What follows belongs to an exercise in optimizing a design on an open flow for small area, a short achievable clock period and few clock cycles per item; a production flow would make more cautious choices. Only simulation tests tie the RTL to the original design; equivalence was not proved. No activity file was given, so power comes from the tool's default toggle rates.

==> flow/design.v (excerpt) <==
module mb_booth_mult32 (
    input  logic          clk,
    input  logic          rst,
    input  logic          in_valid,
    input  logic [mb_pkg::N-1:0]  a,
    input  logic [mb_pkg::N-1:0]  b,
    output logic          out_valid,
    output logic [63:0]   product
);
For scale: about 2800 cells after synthesis, ~130 I/O pins, ~29000 µm² of cells after synthesis.
Settings: LEC_CHECK=0, CAP_MARGIN=20, CORE_MARGIN=2, CORE_UTILIZATION=40, CTS_BUF_LIST=sky130_fd_sc_hd__clkbuf_4 sky130_fd_sc_hd__clkbuf_8, SLEW_MARGIN=50, SYNTH_HIERARCHICAL=1; clock period 10.0 ns.
run.sh (not shown) runs the stock make flow with config.mk's settings and CLKGATE_MAP_FILE= SYNTH_SCRIPT=/design/flow/synth_recipe.tcl, a recipe that flattens the netlist after the stock synthesis.
Testbench counts at the start, summed over its fixed seeds: cycles 160,016, items 160,000.
Rerun with:
Settings changed: CTS_BUF_LIST sky130_fd_sc_hd__clkbuf_4 sky130_fd_sc_hd__clkbuf_8 to default, SLEW_MARGIN 50 to 35.
The new run passed the timing, design-rule and antenna checks.
Utilization shrinks by 0.27 points.
Final area goes down by about 0.6%.
First-iteration DRC count fell by about 2.8%.
Power is lower by about 0.4%.
Routed wire length is about the same.
Cell count fell by 0.80%.
Worst hold slack degrades by 0.010 ns.

---

Another version of the RTL of mb_booth_mult32 (not shown whole).
Size: about 280 flip-flops, about 130 I/O pins, ~0.029 mm² of cells after synthesis.
Design mb_booth_mult32, start of the top module:
module mb_booth_mult32 (
    input  logic          clk,
    input  logic          rst,
    input  logic          in_valid,
    input  logic [mb_pkg::N-1:0]  a,
    input  logic [mb_pkg::N-1:0]  b,
    output logic          out_valid,
    output logic [63:0]   product
);
clock: 10.0 ns
lec_check: 0
cap_margin: 20
core_margin: 2
core_utilization: 40
slew_margin: 20
synth_hierarchical: 1
The first run finished with timing, DRC and antenna clean.
Testbench counts at the start, summed over its fixed seeds: cycles 160,016, items 160,000.
Edit:
--- a/flow/config.mk
+++ b/flow/config.mk
@@ -6,7 +6,8 @@
 export NUM_CORES = 4
 export LEC_CHECK = 0
-export CAP_MARGIN = 20
+export CAP_MARGIN = 40
 export CORE_MARGIN = 2
-export CORE_UTILIZATION = 40
-export SLEW_MARGIN = 20
+export CORE_UTILIZATION = 65
+export PLACE_DENSITY = 0.75
+export SLEW_MARGIN = 50
 export SYNTH_HIERARCHICAL = 1
After rerunning:
- The new run ran to the end with no violations
- area after synthesis stays the same
- critical path depth goes up by 1
- wire length went down by 5.1%
- count of clock-buffer cells in the layout is lower by 2
- via count is higher by 3.4%
- global-route usage climbs by 15 points
- cell count decreases by 9.9%
- worst setup slack gains 0.023 ns

---

RTL: one of the versions met above, not the one the previous note started from.
Size in the first run: roughly 130 I/O pins.
make LEC_CHECK=0 ABC_AREA=1 CAP_MARGIN=20 CORE_MARGIN=2 CORE_UTILIZATION=40 SLEW_MARGIN=50 SYNTH_HIERARCHICAL=1 finish   # period 10.0 ns
Testbench counts at the start, summed over its fixed seeds: cycles 160,016, items 160,000.
Edit:
Settings changed: ABC_AREA 1 to not set.
Result:
- synthesized area came out lower by 7.0%
- global-route usage came out lower by 0.93 points
- routed wire length came out lower by 11%

---

== build 98 ==
Starting RTL as in the previous note.
clock: 10.0 ns
lec_check: 0
cap_margin: 50
core_margin: 2
core_utilization: 40
slew_margin: 70
synth_hierarchical: 1
Testbench counts of build 98, summed over its fixed seeds: cycles 160,016, items 160,000.
Modified inputs, build 97 compared to build 98
Settings: changing CAP_MARGIN from 50 to 20; changing SLEW_MARGIN from 70 to 50; changing CORE_UTILIZATION from 40 to 50.
--- outcome ---
- Per the final summary, build 97 finished and its layout is clean on timing, DRC and antenna.
- From build 98 to build 97 the numbers moved as follows: fraction of standard cell area that is sequential grew by 1.1 points, total power shrank by about 1.6%.
- Compared to build 98, the routing of build 97 uses less wire.
- | via count | build 97 vs build 98 | ≈ equal |
- Taking build 98 as the reference point, the number of global-route vias before repair of build 97 falls by about 0.6%.
The inputs of build 22 differ from those of build 97 as listed below.
Settings: changing CORE_UTILIZATION from 50 to 40.
==> flow/flow/run.sh (new file) <==
#!/bin/bash
set -euo pipefail
cd "$(dirname "$0")/.."
MARGIN=$(cat flow/setup_margin.txt)
bash standard.sh SETUP_SLACK_MARGIN="$MARGIN" finish > flow_standard.log 2>&1
==> flow/flow/setup_margin.txt (new file) <==
6.35
==> flow/standard.sh (new file) <==
#!/bin/bash
# synth_recipe.tcl (not shown) runs the flow's synth.tcl, then flattens the netlist and writes it again
# the make line also repeats each setting of config.mk as NAME=value (left out here)
make -C /OpenROAD-flow-scripts/flow DESIGN_CONFIG=/design/flow/config.mk WORK_HOME=/design/flow/orfs CLKGATE_MAP_FILE= SYNTH_SCRIPT=/design/flow/synth_recipe.tcl "${@:-finish}"
removed: flow/run.sh
## What came out
- Build 22 vs. build 97: clock slew at the register clock pins of the worst setup and hold paths has remained practically unchanged; die area grew by 25%; arrival time at the worst endpoint lost 0.33 ns.
- When build 22 is set beside build 97, its clock-buffer cell count turns out to be 4 larger.

==> what the ideal ports hide <==
In the flow no input, the clock included, has a driving cell. The finished layouts below were timed again as built, in two steps.
Step 1 assumes that a clkbuf_16 drives the clock port and a buf_2 every other input.
Step 2, shift: input delay + t, output delay - t, t = (earliest + latest rising clock arrival at the registers) / 2. This alone moves slack from input paths to output paths.
Slacks: ideal ports / drivers / drivers and shift; pairs: ideal ports / drivers.
run | t (ns) | slack for setup (ns) | slew at the worst register clock pin (ns) | cell pins on the clock port's net
the first run of note 1 | 0.710 | 6.066 / 6.066 / 5.709 | 0.08 / 0.08 | 1
the second run of note 1 | 0.633 | 5.853 / 5.853 / 5.701 | 0.07 / 0.07 | 1
the first run of note 2 | 0.611 | 5.848 / 5.848 / 5.848 | 0.06 / 0.06 | 1
the second run of note 2 | 0.633 | 5.871 / 5.871 / 5.871 | 0.07 / 0.07 | 1
the first run of note 3 | 0.632 | 5.625 / 5.625 / 5.625 | 0.08 / 0.08 | 1
the second run of note 3 | 0.632 | 6.098 / 6.098 / 5.696 | 0.07 / 0.07 | 1
build 98 | 0.631 | 6.073 / 6.073 / 6.073 | 0.07 / 0.07 | 1
build 97 | 0.613 | 6.024 / 6.024 / 5.774 | 0.06 / 0.06 | 1
build 22 | 0.629 | 6.256 / 6.256 / 5.938 | 0.07 / 0.07 | 1
After both steps setup and hold are still met in every run listed. The setup slack of the second run of note 3, which loses most, moves by 0.000 ns with the drivers and by -0.402 ns with both steps.
